What follows belongs to an exercise in optimizing a design on an open flow for small area and a short achievable clock period; a production flow would make more cautious choices.
Function was checked by simulation only, so behaviour that the tests miss may differ from the original.
No activity file was given, so power comes from the tool's default toggle rates.

### flow/flow/run.sh
#!/bin/bash
# Standard ORFS layout, with port buffers that can drive, free cell sizing and
# a setup margin that makes repair_timing work below the 10 ns clock.
set -e
export BUFFER_PORTS_ARGS="-buffer_cell sky130_fd_sc_hd__buf_4"
bash standard.sh MATCH_CELL_FOOTPRINT=0 SETUP_SLACK_MARGIN=6.8 finish > standard.log 2>&1
### flow/standard.sh
#!/bin/bash
# synth_recipe.tcl (not shown) runs the flow's synth.tcl, then flattens the netlist and writes it again
# the make line also repeats each setting of config.mk as NAME=value (left out here)
make -C /OpenROAD-flow-scripts/flow DESIGN_CONFIG=/design/flow/config.mk WORK_HOME=/design/flow/orfs CLKGATE_MAP_FILE= SYNTH_SCRIPT=/design/flow/synth_recipe.tcl "${@:-finish}"
### flow/config.mk
export PLATFORM = sky130hd
export DESIGN_NAME = sa_top
export DESIGN_NICKNAME = sa_top
export VERILOG_FILES = /design/flow/design.v
export SDC_FILE = /design/flow/constraint.sdc
export NUM_CORES = 4
export LEC_CHECK = 0
export CAP_MARGIN = 20
export CORE_MARGIN = 2
export CORE_UTILIZATION = 40
export CTS_CLUSTER_DIAMETER = 60
export CTS_CLUSTER_SIZE = 30
export SLEW_MARGIN = 20
### flow/constraint.sdc
create_clock -name core_clock -period 10.0 [get_ports {clk}]
set_input_delay 2.0000 -clock core_clock [delete_from_list [all_inputs] [get_ports {clk}]]
set_output_delay 2.0000 -clock core_clock [all_outputs]
set_load 0.01 [all_outputs]
### flow/design.v
module sa_mul (
    input  logic [3:0]  one,
    input  logic [3:0]  two,
    input  logic [3:0]  neg,
    input  logic [7:0]  b,
    output logic [18:0] x,
    output logic [18:0] y
);
    logic c10;
    logic c12;
    logic c14;
    logic c16;
    logic c18;
    logic c2;
    logic c20;
    logic c22;
    logic c24;
    logic c26;
    logic c28;
    logic c30;
    logic c32;
    logic c34;
    logic c36;
    logic c38;
    logic c4;
    logic c40;
    logic c42;
    logic c44;
    logic c46;
    logic c48;
    logic c6;
    logic c8;
    logic pp_0_0;
    logic pp_0_1;
    logic pp_0_2;
    logic pp_0_3;
    logic pp_0_4;
    logic pp_0_5;
    logic pp_0_6;
    logic pp_0_7;
    logic pp_0_8;
    logic pp_1_0;
    logic pp_1_1;
    logic pp_1_2;
    logic pp_1_3;
    logic pp_1_4;
    logic pp_1_5;
    logic pp_1_6;
    logic pp_1_7;
    logic pp_1_8;
    logic pp_2_0;
    logic pp_2_1;
    logic pp_2_2;
    logic pp_2_3;
    logic pp_2_4;
    logic pp_2_5;
    logic pp_2_6;
    logic pp_2_7;
    logic pp_2_8;
    logic pp_3_0;
    logic pp_3_1;
    logic pp_3_2;
    logic pp_3_3;
    logic pp_3_4;
    logic pp_3_5;
    logic pp_3_6;
    logic pp_3_7;
    logic pp_3_8;
    logic s1;
    logic s11;
    logic s13;
    logic s15;
    logic s17;
    logic s19;
    logic s21;
    logic s23;
    logic s25;
    logic s27;
    logic s29;
    logic s3;
    logic s31;
    logic s33;
    logic s35;
    logic s37;
    logic s39;
    logic s41;
    logic s43;
    logic s45;
    logic s47;
    logic s5;
    logic s7;
    logic s9;
    assign pp_0_0 = (one[0] & b[0]) ^ neg[0];
    assign pp_0_1 = ((one[0] & b[1]) | (two[0] & b[0])) ^ neg[0];
    assign pp_0_2 = ((one[0] & b[2]) | (two[0] & b[1])) ^ neg[0];
    assign pp_0_3 = ((one[0] & b[3]) | (two[0] & b[2])) ^ neg[0];
    assign pp_0_4 = ((one[0] & b[4]) | (two[0] & b[3])) ^ neg[0];
    assign pp_0_5 = ((one[0] & b[5]) | (two[0] & b[4])) ^ neg[0];
    assign pp_0_6 = ((one[0] & b[6]) | (two[0] & b[5])) ^ neg[0];
    assign pp_0_7 = ((one[0] & b[7]) | (two[0] & b[6])) ^ neg[0];
    assign pp_0_8 = ~(((one[0] & b[7]) | (two[0] & b[7])) ^ neg[0]);
    assign pp_1_0 = (one[1] & b[0]) ^ neg[1];
    assign pp_1_1 = ((one[1] & b[1]) | (two[1] & b[0])) ^ neg[1];
    assign pp_1_2 = ((one[1] & b[2]) | (two[1] & b[1])) ^ neg[1];
    assign pp_1_3 = ((one[1] & b[3]) | (two[1] & b[2])) ^ neg[1];
    assign pp_1_4 = ((one[1] & b[4]) | (two[1] & b[3])) ^ neg[1];
    assign pp_1_5 = ((one[1] & b[5]) | (two[1] & b[4])) ^ neg[1];
    assign pp_1_6 = ((one[1] & b[6]) | (two[1] & b[5])) ^ neg[1];
    assign pp_1_7 = ((one[1] & b[7]) | (two[1] & b[6])) ^ neg[1];
    assign pp_1_8 = ~(((one[1] & b[7]) | (two[1] & b[7])) ^ neg[1]);
    assign pp_2_0 = (one[2] & b[0]) ^ neg[2];
    assign pp_2_1 = ((one[2] & b[1]) | (two[2] & b[0])) ^ neg[2];
    assign pp_2_2 = ((one[2] & b[2]) | (two[2] & b[1])) ^ neg[2];
    assign pp_2_3 = ((one[2] & b[3]) | (two[2] & b[2])) ^ neg[2];
    assign pp_2_4 = ((one[2] & b[4]) | (two[2] & b[3])) ^ neg[2];
    assign pp_2_5 = ((one[2] & b[5]) | (two[2] & b[4])) ^ neg[2];
    assign pp_2_6 = ((one[2] & b[6]) | (two[2] & b[5])) ^ neg[2];
    assign pp_2_7 = ((one[2] & b[7]) | (two[2] & b[6])) ^ neg[2];
    assign pp_2_8 = ~(((one[2] & b[7]) | (two[2] & b[7])) ^ neg[2]);
    assign pp_3_0 = (one[3] & b[0]) ^ neg[3];
    assign pp_3_1 = ((one[3] & b[1]) | (two[3] & b[0])) ^ neg[3];
    assign pp_3_2 = ((one[3] & b[2]) | (two[3] & b[1])) ^ neg[3];
    assign pp_3_3 = ((one[3] & b[3]) | (two[3] & b[2])) ^ neg[3];
    assign pp_3_4 = ((one[3] & b[4]) | (two[3] & b[3])) ^ neg[3];
    assign pp_3_5 = ((one[3] & b[5]) | (two[3] & b[4])) ^ neg[3];
    assign pp_3_6 = ((one[3] & b[6]) | (two[3] & b[5])) ^ neg[3];
    assign pp_3_7 = ((one[3] & b[7]) | (two[3] & b[6])) ^ neg[3];
    assign pp_3_8 = ~(((one[3] & b[7]) | (two[3] & b[7])) ^ neg[3]);
    assign s1 = neg[3] ^ pp_3_0;
    assign c2 = neg[3] & pp_3_0;
    assign s3 = pp_3_1 ^ pp_2_3;
    assign c4 = pp_3_1 & pp_2_3;
    assign s5 = pp_3_2 ^ pp_2_4 ^ pp_1_6;
    assign c6 = (pp_3_2 & pp_2_4) | (pp_3_2 & pp_1_6) | (pp_2_4 & pp_1_6);
    assign s7 = pp_3_3 ^ pp_2_5;
    assign c8 = pp_3_3 & pp_2_5;
    assign s9 = neg[2] ^ pp_2_0;
    assign c10 = neg[2] & pp_2_0;
    assign s11 = pp_2_1 ^ pp_1_3;
    assign c12 = pp_2_1 & pp_1_3;
    assign s13 = pp_2_2 ^ pp_1_4 ^ pp_0_6;
    assign c14 = (pp_2_2 & pp_1_4) | (pp_2_2 & pp_0_6) | (pp_1_4 & pp_0_6);
    assign s15 = pp_1_5 ^ pp_0_7 ^ s3;
    assign c16 = (pp_1_5 & pp_0_7) | (pp_1_5 & s3) | (pp_0_7 & s3);
    assign s17 = pp_0_8 ^ s5 ^ c4;
    assign c18 = (pp_0_8 & s5) | (pp_0_8 & c4) | (s5 & c4);
    assign s19 = pp_1_7 ^ s7 ^ c6;
    assign c20 = (pp_1_7 & s7) | (pp_1_7 & c6) | (s7 & c6);
    assign s21 = pp_3_4 ^ pp_2_6 ^ pp_1_8;
    assign c22 = (pp_3_4 & pp_2_6) | (pp_3_4 & pp_1_8) | (pp_2_6 & pp_1_8);
    assign s23 = pp_3_5 ^ pp_2_7;
    assign c24 = pp_3_5 & pp_2_7;
    assign s25 = neg[1] ^ pp_1_0;
    assign c26 = neg[1] & pp_1_0;
    assign s27 = pp_1_1 ^ pp_0_3;
    assign c28 = pp_1_1 & pp_0_3;
    assign s29 = pp_1_2 ^ pp_0_4 ^ s9;
    assign c30 = (pp_1_2 & pp_0_4) | (pp_1_2 & s9) | (pp_0_4 & s9);
    assign s31 = pp_0_5 ^ s11 ^ c10;
    assign c32 = (pp_0_5 & s11) | (pp_0_5 & c10) | (s11 & c10);
    assign s33 = s1 ^ s13 ^ c12;
    assign c34 = (s1 & s13) | (s1 & c12) | (s13 & c12);
    assign s35 = c2 ^ s15 ^ c14;
    assign c36 = (c2 & s15) | (c2 & c14) | (s15 & c14);
    assign s37 = ~(s17 ^ c16);
    assign c38 = s17 | c16;
    assign s39 = ~(s19 ^ c18);
    assign c40 = s19 | c18;
    assign s41 = c8 ^ s21 ^ c20;
    assign c42 = (c8 & s21) | (c8 & c20) | (s21 & c20);
    assign s43 = ~(s23 ^ c22);
    assign c44 = s23 | c22;
    assign s45 = pp_3_6 ^ pp_2_8 ^ c24;
    assign c46 = (pp_3_6 & pp_2_8) | (pp_3_6 & c24) | (pp_2_8 & c24);
    assign s47 = ~pp_3_7;
    assign c48 = pp_3_7;
    assign x = {1'b1, 1'b1, 1'b1, 1'b1, c48, c46, c44, c42, c40, c38, c36, c34, c32, c30, c28, c26, s25, pp_0_1, pp_0_0};
    assign y = {1'b0, 1'b0, 1'b0, 1'b0, pp_3_8, s47, s45, s43, s41, s39, s37, s35, s33, s31, s29, s27, pp_0_2, 1'b0, neg[0]};
endmodule
`timescale 1ns/100ps
module sa_top
(
    input  logic        clk,
    input  logic        arst_n_i,
    input  logic        psel,
    input  logic        penable,
    input  logic        pwrite,
    input  logic [11:0] paddr,
    input  logic [31:0] pwdata,
    output logic [31:0] prdata,
    output logic        pready,
    output logic        pslverr
);
    localparam int CW = 19;
    logic [32*8-1:0] a_q;         
    logic [32*8-1:0] b_q;         
    logic [8*CW-1:0] r0_q;        
    logic [8*CW-1:0] r1_q;
    logic [4*4-1:0]  one_q;       
    logic [4*4-1:0]  two_q;
    logic [4*4-1:0]  neg_q;
    logic [2*8-1:0]  b_op_q;      
    logic [3:0]      len_q;
    logic            done_q;
    logic            cvalid_q;
    logic            phase_q;
    logic            sel_act_q;   
    logic            mul_act_q;   
    logic            add_act_q;   
    logic            mul_clr_q;   
    logic [8*CW-1:0] x_q;         
    logic [8*CW-1:0] y_q;
    logic [3:0]      mstep_q;
    logic [7:0]      ksel_q;      
    logic            busy;
    assign busy = sel_act_q | mul_act_q | add_act_q;
    logic            setup;
    logic            hit_ctrl, hit_status, hit_len, hit_a, hit_b, hit_c, mapped;
    logic            len_ok;
    logic            err;
    logic [4:0]      idx;
    logic [7:0]      ab_word;
    logic [CW-1:0]   c_word;
    logic [CW-1:0]   rdata;
    assign setup      = psel & ~penable;
    assign hit_ctrl   = paddr == 12'h000;
    assign hit_status = paddr == 12'h004;
    assign hit_len    = paddr == 12'h008;
    assign hit_a      = (paddr[11:7] == 5'b00010) & (paddr[1:0] == 2'b00);
    assign hit_b      = (paddr[11:7] == 5'b00100) & (paddr[1:0] == 2'b00);
    assign hit_c      = (paddr[11:6] == 6'b001100) & (paddr[1:0] == 2'b00);
    assign mapped     = hit_ctrl | hit_status | hit_len | hit_a | hit_b | hit_c;
    assign idx        = paddr[6:2];
    assign len_ok     = (pwdata[31:4] == 28'd0) & (pwdata[3:0] != 4'd0) & (pwdata[3:0] <= 4'd8);
    assign err = ~mapped
               | (pwrite & busy & (hit_a | hit_b | hit_len))
               | (pwrite & hit_len & ~len_ok)
               | (pwrite & hit_ctrl & pwdata[0] & busy);
    logic [3:0]       c_sel;
    logic [16*CW-1:0] c_all;
    logic [5:0]       ab_sel;
    logic [64*8-1:0]  ab_all;
    assign c_sel  = {paddr[5:4], paddr[2], ~(paddr[3] ^ phase_q)};
    always_comb begin
        for (int m = 0; m < 8; m++) begin
            c_all[(2*m)*CW +: CW]   = r0_q[m*CW +: CW];
            c_all[(2*m+1)*CW +: CW] = r1_q[m*CW +: CW];
        end
    end
    assign ab_sel = {paddr[9], idx};
    assign ab_all = {b_q, a_q};
    always_comb begin
        c_word = '0;
        for (int i = 0; i < 16; i++) begin
            c_word = c_word | ({CW{c_sel == 4'(i)}} & c_all[i*CW +: CW]);
        end
        ab_word = '0;
        for (int i = 0; i < 64; i++) begin
            ab_word = ab_word | ({8{ab_sel == 6'(i)}} & ab_all[i*8 +: 8]);
        end
    end
    assign rdata = ({CW{hit_a | hit_b}} & {{(CW-8){ab_word[7]}}, ab_word})
                 | ({CW{hit_c & cvalid_q}} & c_word)
                 | ({CW{hit_status}} & {{(CW-2){1'b0}}, done_q, busy})
                 | ({CW{hit_len}} & {{(CW-4){1'b0}}, len_q});
    logic [CW-1:0] rdata_q;
    logic          err_q;
    logic          we_a_q, we_b_q, we_len_q, start_q;
    logic [4:0]    idx_q;
    always_ff @(posedge clk) begin
        rdata_q <= rdata;
        err_q   <= err;
        idx_q   <= idx;
    end
    always_ff @(posedge clk or negedge arst_n_i) begin
        if (!arst_n_i) begin
            we_a_q   <= 1'b0;
            we_b_q   <= 1'b0;
            we_len_q <= 1'b0;
            start_q  <= 1'b0;
        end else begin
            we_a_q   <= setup & pwrite & hit_a & ~busy;
            we_b_q   <= setup & pwrite & hit_b & ~busy;
            we_len_q <= setup & pwrite & hit_len & ~busy & len_ok;
            start_q  <= setup & pwrite & hit_ctrl & pwdata[0] & ~busy;
        end
    end
    assign prdata  = {{(32-CW){rdata_q[CW-1]}}, rdata_q};
    assign pslverr = err_q;
    assign pready  = 1'b1;
    always_ff @(posedge clk) begin
        for (int i = 0; i < 32; i++) begin
            if (we_a_q && idx_q == 5'(i)) a_q[i*8 +: 8] <= pwdata[7:0];
            if (we_b_q && idx_q == 5'(i)) b_q[i*8 +: 8] <= pwdata[7:0];
        end
    end
    always_ff @(posedge clk or negedge arst_n_i) begin
        if (!arst_n_i) begin
            len_q     <= 4'd1;
            done_q    <= 1'b0;
            cvalid_q  <= 1'b0;
            phase_q   <= 1'b0;
            sel_act_q <= 1'b0;
            mul_act_q <= 1'b0;
            add_act_q <= 1'b0;
            mul_clr_q <= 1'b0;
            mstep_q   <= 4'd0;
            ksel_q    <= 8'd0;
        end else begin
            phase_q   <= ~phase_q;
            mul_act_q <= sel_act_q;
            add_act_q <= mul_act_q;
            mul_clr_q <= ksel_q[0];
            if (we_len_q) len_q <= pwdata[3:0];
            if (start_q) begin
                sel_act_q <= 1'b1;
                mstep_q   <= 4'd0;
                ksel_q    <= 8'd1;
                done_q    <= 1'b0;
                cvalid_q  <= 1'b1;
            end else begin
                if (sel_act_q) begin
                    mstep_q <= mstep_q + 4'd1;
                    if (mstep_q[0]) ksel_q <= {ksel_q[6:0], 1'b0};
                    if (mstep_q == {len_q[2:0] - 3'd1, 1'b1}) begin
                        sel_act_q <= 1'b0;
                        ksel_q    <= 8'd0;
                    end
                end
                if (add_act_q & ~mul_act_q) done_q <= 1'b1;
            end
        end
    end
    logic            s_sel;
    logic [4*8-1:0]  a_op;
    logic [2*8-1:0]  b_op;
    logic [15:0]     bsel;
    logic [4*4-1:0]  one_d, two_d, neg_d;
    assign s_sel = phase_q;
    always_comb begin
        for (int kk = 0; kk < 8; kk++) begin
            bsel[kk*2]   = ksel_q[kk] & ~s_sel;
            bsel[kk*2+1] = ksel_q[kk] & s_sel;
        end
        a_op = '0;
        b_op = '0;
        for (int h = 0; h < 4; h++) begin
            for (int kk = 0; kk < 8; kk++) begin
                a_op[h*8 +: 8] = a_op[h*8 +: 8] | ({8{ksel_q[kk]}} & a_q[(h*8 + kk)*8 +: 8]);
            end
        end
        for (int j = 0; j < 2; j++) begin
            for (int kk = 0; kk < 8; kk++) begin
                b_op[j*8 +: 8] = b_op[j*8 +: 8]
                               | ({8{bsel[kk*2]}}   & b_q[(kk*4 + j)*8 +: 8])
                               | ({8{bsel[kk*2+1]}} & b_q[(kk*4 + j + 2)*8 +: 8]);
            end
        end
        for (int h = 0; h < 4; h++) begin
            for (int d = 0; d < 4; d++) begin
                logic lo, mid, hi;
                lo  = (d == 0) ? 1'b0 : a_op[h*8 + 2*d - 1];
                mid = a_op[h*8 + 2*d];
                hi  = a_op[h*8 + 2*d + 1];
                one_d[h*4 + d] = mid ^ lo;
                two_d[h*4 + d] = (hi & ~mid & ~lo) | (~hi & mid & lo);
                neg_d[h*4 + d] = hi;
            end
        end
    end
    logic [8*CW-1:0] px;
    logic [8*CW-1:0] py;
    logic [8*CW-1:0] acc_s;
    logic [8*CW-1:0] acc_c;
    genvar gh, gj;
    generate
        for (gh = 0; gh < 4; gh++) begin : g_h
            for (gj = 0; gj < 2; gj++) begin : g_j
                sa_mul u_mul (
                    .one (one_q[gh*4 +: 4]),
                    .two (two_q[gh*4 +: 4]),
                    .neg (neg_q[gh*4 +: 4]),
                    .b   (b_op_q[gj*8 +: 8]),
                    .x   (px[(gh*2+gj)*CW +: CW]),
                    .y   (py[(gh*2+gj)*CW +: CW])
                );
            end
        end
    endgenerate
    assign acc_s = r1_q ^ x_q ^ y_q;
    assign acc_c = (r1_q & x_q) | (r1_q & y_q) | (x_q & y_q);
    always_ff @(posedge clk) begin
        one_q  <= one_d;
        two_q  <= two_d;
        neg_q  <= neg_d;
        b_op_q <= b_op;
        x_q    <= px;
        y_q    <= py;
        for (int m = 0; m < 8; m++) begin
            r0_q[m*CW +: CW] <= acc_s[m*CW +: CW] + {acc_c[m*CW +: CW-1], 1'b0};
        end
        r1_q   <= mul_clr_q ? '0 : r0_q;
    end
endmodule
==> impl_metrics.yaml, run 1 <==
outcome:
  status: "complete, no violations"
yosys:
  ys_seq_area_share_pct: 50.98
  syn-cell-area_um2: 55870
  synthesis.instances: 4814
  yosysMostFrequentCell: "a22oi_1"
  yosysTopAreaCell: "edfxtp_1"
  yosysWarnings: 1
  synth_cell_types: 90
  synthTopCellsByCount: "701 x a22oi_1, 621 x dfxtp_1, 512 x edfxtp_1"
  synth_area_per_cell_um2: 11.61
  synth_edf_count: 512
  async_flop_share_pct: 2.328
  synth_nets: 5292
  synthTopCellsByArea: "edfxtp_1 28%, dfxtp_1 22%, a22oi_1 9.4%, fa_1 7.7%, ha_1 4.8%"
  synth_top_area_share_pct: 27.52
  synth_seq_cells: 1160
  ys.flop_type: "dfxtp_1"
cells_and_area:
  nFillCells: 12600
  area_growth_pct: 17.89
  nets: 5458
  drive_above_1_share_pct: 17.18
timing:
  finalHoldViolations: 0
  rsz0062_at_grt: "true"
  worst_clock_skew_ns: 0.04583
  fmax_mhz: 281.8
  relSlewSlack_pct: 20.61
  min_period_over_period_pct: 35.49
  setup_viol: 0
  fin_tns_setup_ns: 0
  fin_ws_ns: 6.451
  slew_violations: 0
  fin_crit_ns: 3.549
  worstMarginPinSlew_ns: 1.189
drt:
  viasPerCell: 6.126
  drtIter0Drc: 5719
  detailroute.via_count: 42610
  antenna_left: 0
  drc_errors: 0
  wirelength_mm: 262.5
  wl_per_cell_um: 37.73
  drt_first_pass_iters: 9
grt:
  grt_max_degree: 88
  grt_pass1_wl_mm: 351.7
  grt_usage_pct: 36.40
  overflow: 0
  first_global_vias: 41370
  antenna_found_initial: 14
worst_setup_path:
  r2r_end: "y_q[8]$_DFF_P_"
  r2r-start: "one_q[3]$_DFF_P_"
  cp_slowest_stage_delay_ns: 0.40
  arrival_ns: 4.21
  cpMaxStageDelayCell: "a22oi_2"
  path_class: "input pin to register"
  critical-path-top-delay-family: "simple AND/OR/NAND/NOR gates"
  worst-path-buf-inv: 2
  reg2reg_depth: 8
  cpMostUsedCell: "buf_12"
  path_max_fanout: 6
  cp-start-kind: "input pin"
  cp_data_required_time_ns: 10.66
  reg2reg_slack_ns: 6.86
  critical_path.endpoint_type: "register"
  crit_chain: "buf_12 > nand2b_4 > buf_12 > nor2_4 > a22oi_2 > nand2_1 > nor4_4 > nand4_1 > a221o_1"
floorplan:
  initial_core_util_pct: 40.19
  chipWidth_um: 377.7
  placeableCoreArea_um2: 139000
  pin_count: 83
  rows: 137
  die_h_um: 377.7
  die-area_um2: 142700
clock_network:
  htree_num_levels: 3
  clk_latency_ns: 0.79
  tritoncts: "built"
  path_clk_slew_ns: 0.08
  cts_buffers: 104
  cts_num_sinks: 1160
  clockRootBuffer: "clkbuf_16"
  max-clock-path-buffers: 3
power_and_ir_drop:
  power.total_uw: 12480
  peakVddDrop_mv: 0.1416
  p_leak_uw: 0.02496
  p_per_area_nw_per_um2: 189.5
hold_path:
  min_to: "add_act_q$_DFF_PN0_"
  hold_start: "mul_act_q$_DFF_PN0_"
  min_path_cells: 0
  hp-class: "register to register"
place:
  io_buffers: 81
  gp_congestion: 1.101
  dp_hpwl_mm: 196.9
  place_ws_ns: 4.281
job:
  maxCapViolCount: 0
-- state kept, by name (all words and copies together), names as in the netlist, 19 cells and up --
name and count:
a_q 256, b_q 256, r0_q 152, r1_q 152, x_q 120, y_q 108, rdata_q 19
-- power by group --
part	internal [µW]	total (µW)	switching, µW	leakage [µW]
combinational	1130	2360	1230	0.0130
sequential	5290	5580	293	0.0100
clock	2360	4550	2190	0.00190
-- layout make-up --
cell class	count	area [µm²]	area share, %
Sequential cell	1160	28550	43.35
Multi-Input combinational cell	3161	26910	40.86
Timing Repair Buffer	331	3251	4.936
Clock buffer	115	2726	4.140
Tap cell	1876	2347	3.564
Clock inverter	82	1220	1.852
Inverter	222	833.3	1.265
Antenna cell	9	22.52	0.03420
-- cell families (layout without fill, tap and decap cells) --
| family | count (synthesis) | count (layout) | synth area share [%] |
|---|---|---|---|
| AO/OA/AOI/OAI | 1254 | 1254 | 16.35 |
| XOR/XNOR | 402 | 402 | 6.369 |
| adder cells (fa/ha/maj) | 429 | 429 | 12.51 |
| buffers and inverters | 494 | 750 | 3.586 |
| flip-flops | 1160 | 1160 | 50.98 |
| multiplexers | 36 | 36 | 0.6831 |
| other | 1 | 10 | 0.006712 |
| AND/OR/NAND/NOR | 1038 | 1039 | 9.514 |
-- through the flow --
stage	util, %	cells	area (µm²)	hold WS (ns)
6_report	47.38	6956	65860	0.4028
5_1_grt	47.36	6947	65840	0.4244
4_1_cts	46.70	6907	64920	0.4095
3_5_place_dp	42.18	6603	58640	0.3867
3_3_place_gp	42.10	6599	58530	0.3782
2_1_floorplan	-	4814	56040	0.3290
-- cell usage in the layout, fill, tap and decap left out, types with 116 or more instances in the layout --
| master | Yosys | routed |
|---|---|---|
| fa_1 | 216 | 210 |
| buf_4 | 21 | 251 |
| xor2_1 | 134 | 133 |
| clkbuf_16 | 0 | 116 |
| ha_1 | 213 | 210 |
| nor2b_1 | 192 | 191 |
| edfxtp_1 | 512 | 512 |
| xnor2_1 | 266 | 266 |
| a22oi_1 | 701 | 635 |
| dfxtp_1 | 621 | 592 |
| nand2_1 | 231 | 211 |
| nor2_1 | 252 | 203 |
| inv_1 | 222 | 219 |
-- what timing repair did --
action / 4_1_cts / 5_1_grt
gates resized for setup: 278 / 129
cloned: 9 / 3
endpoints found under the hold margin: 0 / 0
buffers inserted: 98 / 36
endpoints found under the setup margin: 74 / 78
hold buffers: 0 / 0
pin swaps: 75 / 70
-- worst max path at each step --
stage | start | end | slack [ns] | cells past startpoint
2_1_floorplan | paddr[9] | rdata_q[2]$_DFF_P_ | 6.38 | 10
3_3_place_gp | paddr[9] | rdata_q[10]$_DFF_P_ | 4.26 | 10
3_5_place_dp | paddr[9] | rdata_q[17]$_DFF_P_ | 4.28 | 10
4_1_cts | paddr[9] | rdata_q[1]$_DFF_P_ | 6.60 | 9
5_1_grt | paddr[3] | rdata_q[13]$_DFF_P_ | 6.56 | 11
6_report | paddr[9] | rdata_q[1]$_DFF_P_ | 6.45 | 9
-- routing by layer --
layer / GRT usage (%) / part of all wire, %
met3: 6.265 / 7.6
met4: 31.27 / 11
met2: 57.66 / 45
met1: 42.93 / 36
met5: 0 / 0.026
==> run 2: changes to the inputs <==
--- a/flow/config.mk
+++ b/flow/config.mk
@@ -8,6 +8,4 @@
 export CAP_MARGIN = 20
 export CORE_MARGIN = 2
 export CORE_UTILIZATION = 40
-export CTS_CLUSTER_DIAMETER = 60
-export CTS_CLUSTER_SIZE = 30
 export SLEW_MARGIN = 20
==> run 2 against run 1 <==
Critical path type unchanged; total power up 3.3%; utilization up 0.90 points; largest cell class unchanged; global-route usage up 0.47 points; clock-buffer cell count up 61.
==> impl_metrics.yaml, run 2 <==
outcome:
  status: "complete, no violations"
yosys:
  synth_edf_count: 512
  async_flop_share_pct: 2.328
  syn-cell-area_um2: 55870
  ys.flop_type: "dfxtp_1"
  synthTopCellsByArea: "edfxtp_1 28%, dfxtp_1 22%, a22oi_1 9.4%, fa_1 7.7%, ha_1 4.8%"
  yosysTopAreaCell: "edfxtp_1"
  yosysMostFrequentCell: "a22oi_1"
  synth_cell_types: 90
  synth_area_per_cell_um2: 11.61
  synth_nets: 5292
  synth_seq_cells: 1160
  ys_seq_area_share_pct: 50.98
  synthesis.instances: 4814
  yosysWarnings: 1
  synthTopCellsByCount: "701 x a22oi_1, 621 x dfxtp_1, 512 x edfxtp_1"
  synth_top_area_share_pct: 27.52
timing:
  slew_violations: 0
  rsz0062_at_grt: "true"
  fmax_mhz: 284.4
  finalHoldViolations: 0
  fin_crit_ns: 3.516
  worst_clock_skew_ns: 0.01943
  min_period_over_period_pct: 35.16
  holdWs_ns: 0.3879
  worstMarginPinSlew_ns: 1.181
  setup_viol: 0
  fin_tns_setup_ns: 0
  relSlewSlack_pct: 21.00
worst_setup_path:
  r2r-start: "one_q[3]$_DFF_P_"
  reg2reg_slack_ns: 6.85
  arrival_ns: 4.18
  path_class: "input pin to register"
  critPathLaunch: "paddr[3]"
  cp_data_required_time_ns: 10.66
  path_max_fanout: 13
  reg2reg_depth: 8
  critical_path.endpoint_type: "register"
  cp-start-kind: "input pin"
  r2r_end: "y_q[8]$_DFF_P_"
cells_and_area:
  largestRegisters: "a_q x256, b_q x256"
  multiInputGateArea_um2: 27170
  nFillCells: 12460
  area_growth_pct: 20.11
  regArea_um2: 28560
  drive_above_1_share_pct: 18.69
  nets: 5528
  fin_area_um2: 67100
  layout_common_cells: "616 x a22oi_1, 588 x dfxtp_1, 512 x edfxtp_1"
  final_common_cell: "a22oi_1"
power_and_ir_drop:
  p_clk_share_pct: 38.4
  switching_share_pct: 27.45
  peakVddDrop_mv: 0.1435
  sequentialPowerShare_pct: 43.4
  p_per_area_nw_per_um2: 192.1
  p_leak_uw: 0.02555
  power.total_uw: 12890
  net-switching-power_uw: 3539
  comb_power_share_pct: 18.2
  p_int_uw: 9351
drt:
  detailroute.via_count: 43300
  drc_errors: 0
  wl_per_cell_um: 37.75
  drt_first_pass_iters: 9
  drtIter0Drc: 5744
  viasPerCell: 6.155
  wirelength_mm: 265.5
  antenna_left: 0
grt:
  antenna_found_initial: 12
  overflow: 0
  first_global_vias: 41990
  grt_pass1_wl_mm: 355.3
  grt_usage_pct: 36.87
  grt_max_degree: 88
floorplan:
  rows: 137
  die-area_um2: 142700
  pin_count: 83
  chipWidth_um: 377.7
  placeableCoreArea_um2: 139000
  initial_core_util_pct: 40.19
  die_h_um: 377.7
place:
  io_buffers: 81
  dp_hpwl_mm: 196.9
  placed_area_um2: 58640
  gp_congestion: 1.101
clock_network:
  clk_latency_ns: 0.78
  hold_buffers: 0
  cts_buffers: 130
  cts_num_sinks: 1160
  htree_num_levels: 4
  max-clock-path-buffers: 3
  path_clk_slew_ns: 0.06
  tritoncts: "built"
  clockRootBuffer: "clkbuf_16"
hold_path:
  hold_start: "mul_act_q$_DFF_PN0_"
  hp-class: "register to register"
  min_to: "add_act_q$_DFF_PN0_"
  min_path_cells: 0
job:
  maxCapViolCount: 0
==> run 2: cell counts after synthesis <==
Identical to the previous run, type by type.
==> run 2: how the worst max path moves through the flow <==
stage	endpoint	slack, ns	cells past startpoint
floorplan	rdata_q[2]$_DFF_P_	6.38	10
global placement	rdata_q[10]$_DFF_P_	4.26	10
detailed placement	rdata_q[17]$_DFF_P_	4.28	10
CTS	rdata_q[1]$_DFF_P_	6.61	9
global route	rdata_q[6]$_DFF_P_	6.57	10
finish	rdata_q[1]$_DFF_P_	6.48	9
==> run 2: critical path: stages <==
cell	delay, ns
clkbuf_16	0.17
nand4b_1	0.20
nor2_1	0.06
buf_4	0.21
a22oi_2	0.48
nand4_1	0.28
nor2_1	0.16
nand4_1	0.21
a221o_1	0.37
==> run 2: per-stage QoR <==
stage / instances / utilization, % / setup WS (ns)
final: 7035 / 48.27 / 6.484
after global routing: 7029 / 48.26 / 6.565
after CTS: 6971 / 47.43 / 6.609
after detailed placement: 6603 / 42.18 / 4.281
after global placement: 6599 / 42.10 / 4.260
after floorplan: 4814 / - / 6.376
==> run 2: per-layer routing <==
metal  GRT usage (%)  up-vias  share of wire, %
li1                -    18240                 -
met1           43.16    21680                36
met2           58.03     2669                45
met3           7.266      711               8.2
met4           31.77        2                10
met5               0        -            0.0041
==> run 2: layout make-up <==
class	count	area share [%]
Antenna cell	6	0.02237
Clock buffer	176	5.502
Multi-Input combinational cell	3162	40.49
Tap cell	1876	3.498
Inverter	222	1.242
Clock inverter	59	1.057
Timing Repair Buffer	374	5.624
Sequential cell	1160	42.56
==> run 2: what timing repair did <==
action                                  in CTS  in global routing
gates cloned                                12                  3
pin swaps                                   99                 96
resized for setup                          334                149
hold endpoints to repair                     0                  0
setup buffers                              121                 54
endpoints found under the setup margin      73                 76
==> run 2: logic make-up after synthesis <==
| group | synth area share [%] |
|---|---|
| compound gates | 16.35 |
| xor+xnor | 6.369 |
| fa+ha+maj | 12.51 |
| buf+inv | 3.586 |
| flops | 50.98 |
| mux | 0.6831 |
| other cells | 0.006712 |
| simple gates | 9.514 |
==> run 2: power by group through the flow <==
| stage | clock (µW) | combinational (µW) | sequential, µW |
|---|---|---|---|
| finish | 4950 | 2350 | 5590 |
| global route | 5190 | 2590 | 5610 |
| CTS | 5000 | 2270 | 5590 |
| detailed placement | 0 | 2130 | 5690 |
| global placement | 0 | 2100 | 5690 |
| floorplan | 0 | 1660 | 5530 |
==> run 3: changes to the inputs <==
==> flow/flow/run.sh (replaced) <==
#!/bin/bash
# Standard ORFS layout, with port buffers that can drive, free cell sizing and
# a setup margin that makes repair_timing work below the 10 ns clock.
set -e
export BUFFER_PORTS_ARGS="-buffer_cell sky130_fd_sc_hd__buf_4"
bash standard.sh MATCH_CELL_FOOTPRINT=0 SETUP_SLACK_MARGIN=7.0 finish > standard.log 2>&1
--- a/flow/config.mk
+++ b/flow/config.mk
@@ -8,4 +8,7 @@
 export CAP_MARGIN = 20
 export CORE_MARGIN = 2
 export CORE_UTILIZATION = 40
+export CTS_CLUSTER_DIAMETER = 60
+export CTS_CLUSTER_SIZE = 30
 export SLEW_MARGIN = 20
+export TNS_END_PERCENT = 20
==> run 3 against run 2 <==
Still clean; setup slack worse by 0.033 ns; register-to-register slack worse by 0.15 ns; global-route usage down 0.26 points; cell area down 1.7%; critical path type unchanged; critical endpoint is now rdata_q[3]$_DFF_P_; largest cell class unchanged.
==> impl_metrics.yaml, run 3 <==
clock_network:
  cts_num_sinks: 1160
  path_clk_slew_ns: 0.09
  clk_latency_ns: 0.79
  tritoncts: "built"
  htree_num_levels: 3
  clockRootBuffer: "clkbuf_16"
  hold_buffers: 0
  cts_buffers: 102
  max-clock-path-buffers: 3
worst_setup_path:
  cp_data_required_time_ns: 10.67
  critical_path.endpoint_type: "register"
  cp-start-kind: "input pin"
  arrival_ns: 4.22
  path_class: "input pin to register"
  path_max_fanout: 8
place:
  placed_area_um2: 58590
  dp_hpwl_mm: 196.5
  io_buffers: 81
  gp_congestion: 1.085
  dp.cells: 6608
grt:
  grt_pass1_wl_mm: 353.3
  antenna_found_initial: 25
  overflow: 0
  grt_usage_pct: 36.61
  first_global_vias: 41180
  grt_max_degree: 73
floorplan:
  pin_count: 83
  die_h_um: 377.7
  chipWidth_um: 377.7
  placeableCoreArea_um2: 139000
  rows: 137
  initial_core_util_pct: 40.19
  die-area_um2: 142700
timing:
  slew_violations: 0
  worst_clock_skew_ns: 0.05434
  fin_tns_setup_ns: 0
  rsz0062_at_grt: "true"
  min_period_over_period_pct: 35.49
  fin_crit_ns: 3.549
  worstMarginPinSlew_ns: 1.165
  setup_viol: 0
  relSlewSlack_pct: 22.03
  finalHoldViolations: 0
  fmax_mhz: 281.8
yosys:
  synthTopCellsByArea: "edfxtp_1 28%, dfxtp_1 22%, a22oi_1 9.4%, fa_1 7.7%, ha_1 4.8%"
  yosysMostFrequentCell: "a22oi_1"
  synth_nets: 5292
  synth_edf_count: 512
  yosysTopAreaCell: "edfxtp_1"
  synth_seq_cells: 1160
  synthTopCellsByCount: "701 x a22oi_1, 621 x dfxtp_1, 512 x edfxtp_1"
  syn-cell-area_um2: 55870
  ys.flop_type: "dfxtp_1"
  synthesis.instances: 4814
  synth_cell_types: 90
  ys_seq_area_share_pct: 50.98
  yosysWarnings: 1
  async_flop_share_pct: 2.328
  synth_top_area_share_pct: 27.52
  synth_area_per_cell_um2: 11.61
drt:
  wl_per_cell_um: 38.01
  wirelength_mm: 264.5
  detailroute.via_count: 42850
  dr_wl_met2_mm: 120.1
  drc_errors: 0
  viasPerCell: 6.159
  wl_met3_mm: 20.07
  antenna_left: 0
  drtIter0Drc: 5384
  top_layer: "met5"
  drt_first_pass_iters: 9
  wl_met1_mm: 96.85
cells_and_area:
  nFillCells: 12520
  multiInputGateArea_um2: 27170
  layout_common_cells: "626 x a22oi_1, 591 x dfxtp_1, 512 x edfxtp_1"
  largestRegisters: "a_q x256, b_q x256"
  area_growth_pct: 18.12
  fin_util_pct: 47.47
  regArea_um2: 28550
  instances_no_fill: 6958
  fin_area_um2: 65990
  final_common_cell: "a22oi_1"
  drive_above_1_share_pct: 17.79
  nets: 5460
power_and_ir_drop:
  p_per_area_nw_per_um2: 187.9
  power.total_uw: 12400
  peakVddDrop_mv: 0.1564
  p_leak_uw: 0.02495
outcome:
  status: "complete, no violations"
hold_path:
  hp-class: "register to register"
job:
  maxCapViolCount: 0
run 3: worst paths after layout:
| check | depth (start not counted) | to | startpoint | slack, ns |
|---|---|---|---|---|
| max | 10 | rdata_q[3]$_DFF_P_ | paddr[2] | 6.45 |
| min | 0 | add_act_q$_DFF_PN0_ | mul_act_q$_DFF_PN0_ | 0.41 |
| max reg2reg | 10 | r0_q[37]$_DFF_P_ | y_q[21]$_DFF_P_ | 6.70 |
| min reg2reg | 0 | add_act_q$_DFF_PN0_ | mul_act_q$_DFF_PN0_ | 0.41 |
| max in group asynchronous | 1 | len_q[0]$_DFFE_PN1P_ | arst_n_i | 8.55 |
| min in group asynchronous | 1 | ksel_q[6]$_DFFE_PN0P_ | arst_n_i | 1.11 |
run 3: critical path, cell delays in order:
cell	delay [ns]
buf_16	0.12
or2_4	0.20
buf_12	0.14
buf_12	0.10
nor2_8	0.08
a22oi_2	0.32
nand4_1	0.22
nor3_4	0.27
nand4_1	0.35
a221o_1	0.39
run 3: cell families after synthesis:
family | synth area share [%]
buffers and inverters | 3.586
DFF | 50.98
other | 0.006712
and+or+nand+nor | 9.514
xor gates and xnor gates | 6.369
muxes | 0.6831
adders and majority gates | 12.51
AOI/OAI and AO/OA | 16.35
run 3: area by class of cell:
class | count | share of cell area, %
clock buffer | 109 | 3.987
timing repair buffer | 333 | 4.894
clock inverter | 84 | 1.818
sequential | 1160 | 43.27
antenna | 11 | 0.04171
inverter | 222 | 1.263
tap | 1876 | 3.557
multi-input combinational | 3163 | 41.17
run 3: routing by layer:
metal / vias to the layer above / global-route usage, %
met5: - / 0
met4: 14 / 30.43
met3: 718 / 7.380
met2: 2502 / 58.14
met1: 21520 / 42.76
li1: 18100 / -
run 3: timing repair:
item | 4_1_cts | 5_1_grt
gates resized for setup | 289 | 166
cloned | 15 | 0
pin swaps | 95 | 89
endpoints found under the setup margin | 92 | 114
setup buffers | 103 | 28
run 3: power by group:
part / internal [µW] / switching, µW / total, µW
sequential: 5290 / 296 / 5580
combinational: 1120 / 1250 / 2370
clock: 2150 / 2290 / 4440
total: 8560 / 3840 / 12400
run 3: stage by stage:
step	setup WS [ns]	hold slack (ns)
2_1_floorplan	6.376	0.3290
5_1_grt	6.484	0.4238
3_3_place_gp	4.336	0.3775
4_1_cts	6.574	0.4007
6_report	6.451	0.4051
3_5_place_dp	4.421	0.3842
==> run 4: changes to the inputs <==
--- a/flow/config.mk
+++ b/flow/config.mk
@@ -7,7 +7,7 @@
 export LEC_CHECK = 0
 export CAP_MARGIN = 20
 export CORE_MARGIN = 2
-export CORE_UTILIZATION = 40
+export CORE_UTILIZATION = 50
 export CTS_CLUSTER_DIAMETER = 60
 export CTS_CLUSTER_SIZE = 30
 export SLEW_MARGIN = 20
==> run 4 against run 3 <==
Utilization up 12 points; setup slack better by 0.036 ns; critical endpoint unchanged; register-to-register slack got worse by 0.09 ns; cell area down 0.88%; total power fell by 0.73%; maximum frequency increased by 1.0%; critical path depth shrank 1; sequential share of layout area up 0.36 points.
==> impl_metrics.yaml, run 4 <==
outcome:
  status: "complete, no violations"
floorplan:
  die_h_um: 338.3
  pin_count: 83
  chipWidth_um: 338.3
  initial_core_util_pct: 50.41
  die-area_um2: 114400
  placeableCoreArea_um2: 110800
  rows: 122
cells_and_area:
  instances_no_fill: 6599
  final_common_cell: "a22oi_1"
  drive_above_1_share_pct: 17.11
  layout_common_cells: "651 x a22oi_1, 601 x dfxtp_1, 512 x edfxtp_1"
  largestRegisters: "a_q x256, b_q x256"
  nets: 5480
  area_growth_pct: 17.07
yosys:
  synth_top_area_share_pct: 27.52
  synthTopCellsByArea: "edfxtp_1 28%, dfxtp_1 22%, a22oi_1 9.4%, fa_1 7.7%, ha_1 4.8%"
  synth_nets: 5292
  synth_seq_cells: 1160
  synthTopCellsByCount: "701 x a22oi_1, 621 x dfxtp_1, 512 x edfxtp_1"
  async_flop_share_pct: 2.328
  yosysWarnings: 1
  synth_area_per_cell_um2: 11.61
  ys_seq_area_share_pct: 50.98
  synth_cell_types: 90
  synth_edf_count: 512
  synthesis.instances: 4814
  ys.flop_type: "dfxtp_1"
  syn-cell-area_um2: 55870
  yosysMostFrequentCell: "a22oi_1"
  yosysTopAreaCell: "edfxtp_1"
worst_setup_path:
  critPathLaunch: "paddr[5]"
  cpMaxStageDelayCell: "or4bb_4"
  cp_data_required_time_ns: 10.68
  path_class: "input pin to register"
  cp-start-kind: "input pin"
  reg2reg_slack_ns: 6.61
  critical-path-top-delay-family: "simple AND/OR/NAND/NOR gates"
  arrival_ns: 4.19
  worst-path-buf-inv: 2
  cp_slowest_stage_delay_ns: 0.60
  r2r-start: "idx_q[0]$_DFF_P_"
  path_max_fanout: 8
  crit_chain: "buf_16 > or4bb_4 > buf_6 > nor2_4 > a22oi_1 > nand2_1 > nor4_4 > nand4_1 > a221o_1"
  critical_path.endpoint_type: "register"
clock_network:
  clk_latency_ns: 0.75
  cts_num_sinks: 1160
  tritoncts: "built"
  htree_num_levels: 3
  hold_buffers: 0
  cts_buffers: 102
  max-clock-path-buffers: 3
  clockRootBuffer: "clkbuf_16"
  path_clk_slew_ns: 0.08
place:
  io_buffers: 81
  gp_congestion: 1.188
  dp_hpwl_mm: 189.2
  dp.cells: 6220
drt:
  drc_errors: 0
  wirelength_mm: 266.5
  detailroute.via_count: 44530
  antenna_left: 0
  drt_first_pass_iters: 7
  wl_per_cell_um: 40.38
  viasPerCell: 6.748
  drtIter0Drc: 6286
grt:
  antenna_found_initial: 24
  overflow: 0
  first_global_vias: 42470
  grt_usage_pct: 45.95
  grt_max_degree: 67
  grt_pass1_wl_mm: 359.2
timing:
  relSlewSlack_pct: 18.13
  worst_clock_skew_ns: 0.03472
  setup_viol: 0
  rsz0062_at_grt: "true"
  fin_crit_ns: 3.512
  fin_tns_setup_ns: 0
  worstMarginPinSlew_ns: 1.224
  finalHoldViolations: 0
  slew_violations: 0
  fmax_mhz: 284.7
  min_period_over_period_pct: 35.12
hold_path:
  hp-class: "register to register"
  hold_start: "mul_act_q$_DFF_PN0_"
power_and_ir_drop:
  peakVddDrop_mv: 0.1730
  p_per_area_nw_per_um2: 188.1
  p_leak_uw: 0.02502
job:
  maxCapViolCount: 0
==> run 4: cell counts after synthesis <==
Identical to the previous run, type by type.
==> run 4: worst paths after layout <==
path                       cells after the start                    to
max                                            9    rdata_q[3]$_DFF_P_
min                                            0   add_act_q$_DFF_PN0_
max reg2reg                                    3    b_q[109]$_DFFE_PP_
min reg2reg                                    0   add_act_q$_DFF_PN0_
max in group asynchronous                      1  len_q[0]$_DFFE_PN1P_
min in group asynchronous                      1   add_act_q$_DFF_PN0_
==> run 4: per-layer routing <==
| metal | vias up | global-route usage (%) | part of all wire [%] |
|---|---|---|---|
| met5 | - | 0 | 0.017 |
| met4 | 6 | 45.20 | 12 |
| met3 | 1063 | 14.18 | 10 |
| met2 | 3389 | 69.16 | 44 |
| met1 | 21950 | 51.16 | 34 |
| li1 | 18120 | - | - |
==> run 4: worst reg2reg max path: cells and delay by family (launching register included) <==
kind	cells	cell delay (ns)
DFF	1	0.58
and+or+nand+nor	3	2.43
==> run 4: what timing repair did <==
item | in CTS | in global routing
pin swaps | 78 | 82
hold endpoints to repair | 0 | 0
setup buffers | 110 | 37
endpoints found under the setup margin | 86 | 118
gates resized for setup | 232 | 141
gates cloned | 14 | 3
==> run 4: report_power, final <==
part / leakage, µW / internal, µW / switching (µW)
combinational: 0.0132 / 1100 / 1200
clock: 0.00180 / 2310 / 2090
sequential: 0.0100 / 5290 / 326
total: 0.0250 / 8690 / 3610
==> run 4: cells by family (layout without fill, tap and decap cells) <==
kind of cell               after synthesis  in the layout  synth area share [%]
AOI/OAI and AO/OA                     1254           1254                 16.35
xor gates and xnor gates               402            402                 6.369
adders and majority gates              429            429                 12.51
buffers and inverters                  494            769                 3.586
DFF                                   1160           1160                 50.98
muxes                                   36             36                0.6831
other                                    1             21              0.006712
and+or+nand+nor                       1038           1040                 9.514
==> run 4: cell type report <==
type                       count  area [µm²]
antenna                       20       50.05
clock buffer                 113        2688
clock inverter                80        1044
fill                        9134       45420
inverter                     222       833.3
multi-input combinational   3162       26910
sequential                  1160       28540
tap                         1488        1862
timing repair buffer         354        3481
==> run 4: stage by stage <==
stage	area (µm²)	util (%)	hold slack, ns	power, µW	setup WS [ns]
6_report	65410	59.02	0.3879	12310	6.488
5_1_grt	65360	58.97	0.4094	12760	6.515
4_1_cts	64360	58.08	0.3691	12220	6.556
3_5_place_dp	58140	52.46	0.3842	7816	4.612
3_3_place_gp	58090	52.42	0.3716	7781	4.409
2_1_floorplan	55970	-	0.3290	7184	6.376
==> run 5: changes to the inputs <==
--- a/flow/design.v
+++ b/flow/design.v
@@ -265,22 +265,26 @@
                  | ({CW{hit_len}} & {{(CW-4){1'b0}}, len_q});
     logic [CW-1:0] rdata_q;
     logic          err_q;
-    logic          we_a_q, we_b_q, we_len_q, start_q;
-    logic [4:0]    idx_q;
+    logic          we_len_q, start_q;
+    logic [3:0]    we_a_hi_q;     
+    logic [3:0]    we_b_hi_q;
+    logic [7:0]    idx_lo_q;      
     always_ff @(posedge clk) begin
         rdata_q <= rdata;
         err_q   <= err;
-        idx_q   <= idx;
+        for (int i = 0; i < 8; i++) idx_lo_q[i] <= idx[2:0] == 3'(i);
     end
     always_ff @(posedge clk or negedge arst_n_i) begin
         if (!arst_n_i) begin
-            we_a_q   <= 1'b0;
-            we_b_q   <= 1'b0;
+            we_a_hi_q <= 4'd0;
+            we_b_hi_q <= 4'd0;
             we_len_q <= 1'b0;
             start_q  <= 1'b0;
         end else begin
-            we_a_q   <= setup & pwrite & hit_a & ~busy;
-            we_b_q   <= setup & pwrite & hit_b & ~busy;
+            for (int i = 0; i < 4; i++) begin
+                we_a_hi_q[i] <= setup & pwrite & hit_a & ~busy & (idx[4:3] == 2'(i));
+                we_b_hi_q[i] <= setup & pwrite & hit_b & ~busy & (idx[4:3] == 2'(i));
+            end
             we_len_q <= setup & pwrite & hit_len & ~busy & len_ok;
             start_q  <= setup & pwrite & hit_ctrl & pwdata[0] & ~busy;
         end
@@ -290,8 +294,8 @@
     assign pready  = 1'b1;
     always_ff @(posedge clk) begin
         for (int i = 0; i < 32; i++) begin
-            if (we_a_q && idx_q == 5'(i)) a_q[i*8 +: 8] <= pwdata[7:0];
-            if (we_b_q && idx_q == 5'(i)) b_q[i*8 +: 8] <= pwdata[7:0];
+            if (we_a_hi_q[i/8] && idx_lo_q[i%8]) a_q[i*8 +: 8] <= pwdata[7:0];
+            if (we_b_hi_q[i/8] && idx_lo_q[i%8]) b_q[i*8 +: 8] <= pwdata[7:0];
         end
     end
     always_ff @(posedge clk or negedge arst_n_i) begin
==> run 5 against run 4 <==
Highest routed layer unchanged; final cell count down 1.5%; synthesized cell count fell by 0.15%; global-route usage down 1.7 points; maximum frequency down 4.3%; setup slack got worse by 0.16 ns; via count shrank 3.3%.
==> impl_metrics.yaml, run 5 <==
grt:
  grt_pass1_wl_mm: 347.3
  first_global_vias: 41710
  grt_usage_pct: 44.25
  overflow: 0
  antenna_found_initial: 19
  grt_max_degree: 66
timing:
  rsz0062_at_grt: "true"
  worstMarginPinSlew_ns: 1.244
  finalHoldViolations: 0
  fin_crit_ns: 3.668
  relSlewSlack_pct: 16.97
  slew_violations: 0
  fin_tns_setup_ns: 0
  min_period_over_period_pct: 36.68
  fmax_mhz: 272.6
  setup_viol: 0
  worst_clock_skew_ns: 0.04948
worst_setup_path:
  critical_path.endpoint_type: "register"
  setup.worst_path.end: "rdata_q[2]$_DFF_P_"
  r2r_end: "r0_q[151]$_DFF_P_"
  cp_data_required_time_ns: 10.62
  path_max_fanout: 8
  reg2reg_depth: 10
  arrival_ns: 4.29
  reg2reg_slack_ns: 6.66
  critPathLaunch: "paddr[2]"
  r2r-start: "r1_q[135]$_SDFF_PP0_"
  path_class: "input pin to register"
  cp-start-kind: "input pin"
yosys:
  yosysTopAreaCell: "edfxtp_1"
  synthesis.instances: 4807
  syn-cell-area_um2: 56070
  synth_cell_types: 88
  synthTopCellsByCount: "716 x a22oi_1, 624 x dfxtp_1, 512 x edfxtp_1"
  synthTopCellsByArea: "edfxtp_1 27%, dfxtp_1 22%, a22oi_1 9.6%, fa_1 7.7%, ha_1 4.8%"
  ys_seq_area_share_pct: 51.17
  synth_top_area_share_pct: 27.42
  yosysMostFrequentCell: "a22oi_1"
  yosysWarnings: 1
  synth_nets: 5285
  ys.flop_type: "dfxtp_1"
  synth_edf_count: 512
  synth_seq_cells: 1169
  async_flop_share_pct: 2.823
  synth_area_per_cell_um2: 11.66
floorplan:
  placeableCoreArea_um2: 111000
  initial_core_util_pct: 50.53
  pin_count: 83
  die-area_um2: 114800
  chipWidth_um: 338.9
  die_h_um: 338.9
  rows: 122
place:
  placed_area_um2: 58220
  dp_hpwl_mm: 194.7
  io_buffers: 81
  gp_congestion: 1.108
drt:
  wirelength_mm: 258.0
  viasPerCell: 6.618
  drtIter0Drc: 5796
  wl_per_cell_um: 39.67
  antenna_left: 0
  detailroute.via_count: 43040
  drt_first_pass_iters: 8
  drc_errors: 0
cells_and_area:
  drive_above_1_share_pct: 15.51
  fin_area_um2: 64640
  largestRegisters: "a_q x256, b_q x256"
  final_common_cell: "a22oi_1"
  layout_common_cells: "645 x a22oi_1, 601 x dfxtp_1, 512 x edfxtp_1"
  area_growth_pct: 15.29
  nets: 5402
outcome:
  status: "complete, no violations"
job:
  maxCapViolCount: 0
power_and_ir_drop:
  p_per_area_nw_per_um2: 191.6
  p_leak_uw: 0.02480
  power.total_uw: 12380
  peakVddDrop_mv: 0.2291
clock_network:
  cts_num_sinks: 1169
  tritoncts: "built"
  clk_latency_ns: 0.76
  path_clk_slew_ns: 0.09
  cts_buffers: 91
  clockRootBuffer: "clkbuf_16"
  htree_num_levels: 3
  max-clock-path-buffers: 3
hold_path:
  hp-class: "register to register"
-- run 5: where the power goes --
group | leakage (µW) | internal (µW) | total (µW) | switching (µW)
Sequential | 0.0101 | 5320 | 5690 | 371
Combinational | 0.0130 | 1120 | 2480 | 1360
Clock | 0.00169 | 2070 | 4210 | 2130
Total | 0.0248 | 8520 | 12400 | 3870
-- run 5: layer usage --
layer / track usage, % / wire [µm] / vias up / part of all wire (%)
met5: 0 / 133 / - / 0.052
met4: 38.66 / 29000 / 18 / 11
met3: 10.57 / 23630 / 922 / 9.2
met2: 70.25 / 116900 / 2877 / 45
met1: 50.07 / 88280 / 21330 / 34
li1: - / - / 17890 / -
-- run 5: final cells by class --
| cell class | instances | area [µm²] |
|---|---|---|
| diodes | 13 | 32.53 |
| clock buffers | 101 | 2370 |
| clock inverters | 70 | 1181 |
| fillers | 8995 | 46330 |
| inverters | 244 | 915.9 |
| multi-input cells | 3122 | 26640 |
| flip-flops and latches | 1169 | 28760 |
| well taps | 1488 | 1862 |
| repair buffers | 296 | 2887 |
-- run 5: worst max-delay path, cell delays in order --
cell and delay (ns):
buf_16 0.12, or2_4 0.16, buf_12 0.10, clkbuf_16 0.15, nor2_4 0.07, a22oi_2 0.48
nand4_1 0.37, nor3_2 0.27, nand4_1 0.19, a221o_1 0.35
-- run 5: logic make-up (layout without fill, tap and decap cells) --
kind of cell    count (synthesis)  count (layout)  synth area share [%]
compound gates               1208            1208                 15.76
xor+xnor                      414             414                 6.480
fa+ha+maj                     429             429                 12.46
buf+inv                       516             711                 3.704
flops                        1169            1169                 51.17
mux                            36              36                0.7074
other cells                     1              14              0.006688
simple gates                 1034            1034                 9.707
-- run 5: worst min path at each step --
stage,slack (ns),endpoint,from,depth (start not counted)
floorplan,0.33,y_q[133]$_DFF_P_,neg_q[12]$_DFF_P_,0
global placement,0.37,add_act_q$_DFF_PN0_,mul_act_q$_DFF_PN0_,0
detailed placement,0.39,add_act_q$_DFF_PN0_,mul_act_q$_DFF_PN0_,0
CTS,0.41,add_act_q$_DFF_PN0_,mul_act_q$_DFF_PN0_,0
global route,0.42,add_act_q$_DFF_PN0_,mul_act_q$_DFF_PN0_,0
finish,0.40,add_act_q$_DFF_PN0_,mul_act_q$_DFF_PN0_,0
-- run 5: through the flow --
stage	setup slack (ns)	hold slack (ns)	cells	utilization, %
floorplan	6.314	0.3290	4807	-
global placement	4.291	0.3730	6203	52.45
detailed placement	4.304	0.3934	6203	52.46
CTS	6.443	0.4082	6461	57.51
global route	6.465	0.4154	6491	58.22
finish	6.332	0.4024	6503	58.25
-- run 5: what timing repair did --
| action | 4_1_cts | 5_1_grt |
|---|---|---|
| endpoints found under the setup margin | 101 | 111 |
| buffers inserted | 77 | 28 |
| hold buffers | 0 | 0 |
| pin swaps | 57 | 77 |
| gates resized for setup | 223 | 140 |
| cloned | 10 | 1 |
==> run 6: changes to the inputs <==
==> flow/flow/run.sh (replaced) <==
#!/bin/bash
# Standard ORFS layout, with port buffers that can drive, free cell sizing and
# a setup margin that makes repair_timing work below the 10 ns clock.
set -e
export BUFFER_PORTS_ARGS="-buffer_cell sky130_fd_sc_hd__buf_4"
bash standard.sh MATCH_CELL_FOOTPRINT=0 SETUP_SLACK_MARGIN=7.2 finish > standard.log 2>&1
--- a/flow/config.mk
+++ b/flow/config.mk
@@ -7,7 +7,7 @@
 export LEC_CHECK = 0
 export CAP_MARGIN = 20
 export CORE_MARGIN = 2
-export CORE_UTILIZATION = 50
+export CORE_UTILIZATION = 55
 export CTS_CLUSTER_DIAMETER = 60
 export CTS_CLUSTER_SIZE = 30
 export SLEW_MARGIN = 20
==> run 6 against run 5 <==
Still clean on timing, DRC and antenna; hold slack improved by 0.0054 ns; setup slack improved by 0.19 ns; wire length shrank 2.4%; first-iteration DRC count rose by 6.4%; final cell count fell by 0.68%; synthesized cell count unchanged; maximum frequency is 5.4% higher; critical path type unchanged; highest routed layer unchanged.
==> impl_metrics.yaml, run 6 <==
cells_and_area:
  area_growth_pct: 17.23
  nets: 5480
  largestRegisters: "a_q x256, b_q x256"
  fin_area_um2: 65730
  layout_common_cells: "634 x a22oi_1, 600 x dfxtp_1, 512 x edfxtp_1"
  drive_above_1_share_pct: 18.38
  final_common_cell: "a22oi_1"
  regArea_um2: 28760
  nFillCells: 7557
  multiInputGateArea_um2: 27180
yosys:
  yosysMostFrequentCell: "a22oi_1"
  synth-xor-area-share_pct: 6.480
  synth_area_per_cell_um2: 11.66
  synthMuxAreaShare_pct: 0.7074
  synthesis.instances: 4807
  ys_seq_area_share_pct: 51.17
  synth_top_family_by_area: "compound AO/OA/AOI/OAI gates"
  yosysTopAreaCell: "edfxtp_1"
  synthTopCellsByArea: "edfxtp_1 27%, dfxtp_1 22%, a22oi_1 9.6%, fa_1 7.7%, ha_1 4.8%"
  synth-simple-area-share_pct: 9.707
  yosysWarnings: 1
  synth_edf_count: 512
  synth_seq_cells: 1169
  ys.flop_type: "dfxtp_1"
  synth-compound-area-share_pct: 15.76
  syn-cell-area_um2: 56070
  synth_cell_types: 88
  synthTopCellsByCount: "716 x a22oi_1, 624 x dfxtp_1, 512 x edfxtp_1"
  synth_nets: 5285
  async_flop_share_pct: 2.823
  synth_top_area_share_pct: 27.42
  synth_fa_ha_area_share_pct: 12.46
worst_setup_path:
  cpMostUsedCell: "buf_12"
  path_class: "input pin to register"
  cpMaxStageDelayCell: "a22oi_2"
  reg2reg_depth: 10
  cp_slowest_stage_delay_ns: 0.43
  cp-start-kind: "input pin"
  path_max_fanout: 7
  r2r_end: "r0_q[73]$_DFF_P_"
  arrival_ns: 4.05
  worst-path-buf-inv: 5
  crit_chain: "buf_12 > or2_4 > buf_12 > buf_6 > buf_12 > nor2_4 > buf_4 > a22oi_2 > nand2_2 > nor4_4 > nand4_1 > nand2_1 > o221ai_1"
  cp_data_required_time_ns: 10.57
  r2r-start: "r1_q[61]$_SDFF_PP0_"
  critical-path-top-delay-family: "simple AND/OR/NAND/NOR gates"
  reg2reg_slack_ns: 6.77
  critPathLaunch: "paddr[9]"
  critical_path.endpoint_type: "register"
timing:
  fmax_mhz: 287.2
  relSlewSlack_pct: 18.61
  setup_viol: 0
  slew_violations: 0
  min_period_over_period_pct: 34.82
  worst_clock_skew_ns: 0.05863
  fin_crit_ns: 3.482
  rsz0062_at_grt: "true"
  finalHoldViolations: 0
  worstMarginPinSlew_ns: 1.219
  fin_tns_setup_ns: 0
power_and_ir_drop:
  peakVddDrop_mv: 0.2229
  p_clk_share_pct: 33.0
  sequentialPowerShare_pct: 46.7
  comb_power_share_pct: 20.3
  p_leak_uw: 0.02526
  switching_share_pct: 31.42
  net-switching-power_uw: 3830
  p_int_uw: 8360
  p_per_area_nw_per_um2: 185.5
drt:
  detailroute.via_count: 44160
  viasPerCell: 6.837
  drc_errors: 0
  antenna_left: 0
  wl_per_cell_um: 39.00
  wirelength_mm: 251.9
  drt_first_pass_iters: 10
  drtIter0Drc: 6165
hold_path:
  hp-class: "register to register"
  hold_start: "mul_act_q$_DFF_PN0_"
  min_path_cells: 0
  min_to: "add_act_q$_DFF_PN0_"
clock_network:
  hold_buffers: 0
  tritoncts: "built"
  cts_num_sinks: 1169
  max-clock-path-buffers: 3
  clk_latency_ns: 0.75
  clockRootBuffer: "clkbuf_16"
  cts_buffers: 90
  htree_num_levels: 3
  path_clk_slew_ns: 0.09
place:
  gp_congestion: 1.103
  placed_area_um2: 58070
  dp_hpwl_mm: 182.4
  io_buffers: 81
job:
  maxCapViolCount: 0
grt:
  overflow: 0
  antenna_found_initial: 16
  grt_usage_pct: 47.52
  grt_max_degree: 82
  grt_pass1_wl_mm: 337.6
  first_global_vias: 42160
floorplan:
  placeableCoreArea_um2: 101400
  die_h_um: 323.3
  rows: 117
  chipWidth_um: 323.3
  die-area_um2: 104500
  initial_core_util_pct: 55.27
  pin_count: 83
outcome:
  status: "complete, no violations"
[run 6: cell counts after synthesis]
Identical to the previous run, type by type.
[run 6: logic make-up after synthesis]
group,after synthesis
adders and majority gates,429
DFF,1169
and+or+nand+nor,1034
muxes,36
buffers and inverters,516
xor gates and xnor gates,414
other,1
AOI/OAI and AO/OA,1208
[run 6: power by group through the flow]
stage / Combinational [µW] / Clock, µW / Sequential, µW
2_1_floorplan: 1720 / 0 / 5560
3_3_place_gp: 2130 / 0 / 5780
3_5_place_dp: 2190 / 0 / 5780
4_1_cts: 2320 / 4030 / 5670
5_1_grt: 2720 / 4210 / 5690
6_report: 2480 / 4020 / 5690
[run 6: worst reg2reg max path: stages, from the launching register on]
cell and delay [ns]:
dfxtp_1 0.43, fa_1 0.45, ha_1 0.35, and2_4 0.20, a22o_1 0.22, a211oi_2 0.23
nor2_1 0.11, or4_1 0.48, a31o_1 0.25, o21a_1 0.23, xor2_1 0.15
[run 6: metrics by stage]
step / std cells / hold WS (ns) / utilization [%] / total power, µW / setup slack [ns]
floorplan: 4807 / 0.3290 / - / 7288 / 6.314
global route: 6450 / 0.4354 / 64.77 / 12620 / 6.584
finish: 6459 / 0.4079 / 64.79 / 12190 / 6.518
global placement: 6081 / 0.3772 / 57.21 / 7907 / 4.209
CTS: 6371 / 0.4082 / 63.36 / 12020 / 6.612
detailed placement: 6082 / 0.3936 / 57.24 / 7970 / 4.229
[run 6: how the worst max path moves through the flow]
stage	slack [ns]	cells after the start	endpoint
after floorplan	6.31	11	rdata_q[4]$_DFF_P_
after global placement	4.21	9	rdata_q[5]$_DFF_P_
after detailed placement	4.23	9	rdata_q[18]$_DFF_P_
after CTS	6.61	2	prdata[18]
after global routing	6.58	8	rdata_q[3]$_DFF_P_
final	6.52	13	rdata_q[0]$_DFF_P_
[run 6: cell type report]
cell class	instances	share of cell area, %
diodes	14	0.05330
clock buffers	96	3.541
clock inverters	71	1.527
inverters	244	1.393
multi-input cells	3123	41.35
flip-flops and latches	1169	43.76
well taps	1368	2.604
repair buffers	374	5.777
[run 6: layer usage]
layer / track usage, % / routed length [µm] / vias up
li1: - / - / 18070
met1: 54.28 / 83910 / 21710
met2: 73.51 / 111600 / 3299
met3: 11.17 / 24910 / 1072
met4: 44.89 / 31470 / 4
met5: 0 / 26 / -
[run 6: timing repair]
| item | 4_1_cts | 5_1_grt |
|---|---|---|
| resized for setup | 320 | 197 |
| setup endpoints to repair | 107 | 162 |
| pin swaps | 109 | 136 |
| endpoints found under the hold margin | 0 | 0 |
| buffers inserted | 107 | 72 |
| cloned | 15 | 2 |

re-timing with driven ports:
No port has a modelled driver above. Below, the same layouts with a new extraction and two added sets of constraints. Step 1: set_driving_cell puts a clkbuf_16 on clk and a buf_2 on each other input, an assumption about the parent block. Step 2 also shifts input and output timing later by t, the mid clock arrival at the registers, as if the neighbouring blocks saw the same clock. a / b / c = no drivers / after step 1 / after step 2; a / b = the first two.
run | t, ns | setup WS [ns] | hold slack, ns
run 1 | 0.841 | 6.451 / 6.316 / 5.475 | 0.403 / 0.403 / 0.403
run 2 | 0.849 | 6.484 / 6.242 / 5.393 | 0.388 / 0.388 / 0.388
run 3 | 0.844 | 6.451 / 6.265 / 5.421 | 0.405 / 0.405 / 0.405
run 4 | 0.817 | 6.488 / 6.299 / 5.482 | 0.388 / 0.388 / 0.388
run 5 | 0.811 | 6.332 / 6.126 / 5.314 | 0.402 / 0.402 / 0.402
run 6 | 0.800 | 6.518 / 6.284 / 5.484 | 0.408 / 0.408 / 0.408
After both steps every run listed still meets setup and hold. The setup slack of run 2, which loses most, moves by -0.242 ns with the drivers and by -1.091 ns with both steps.
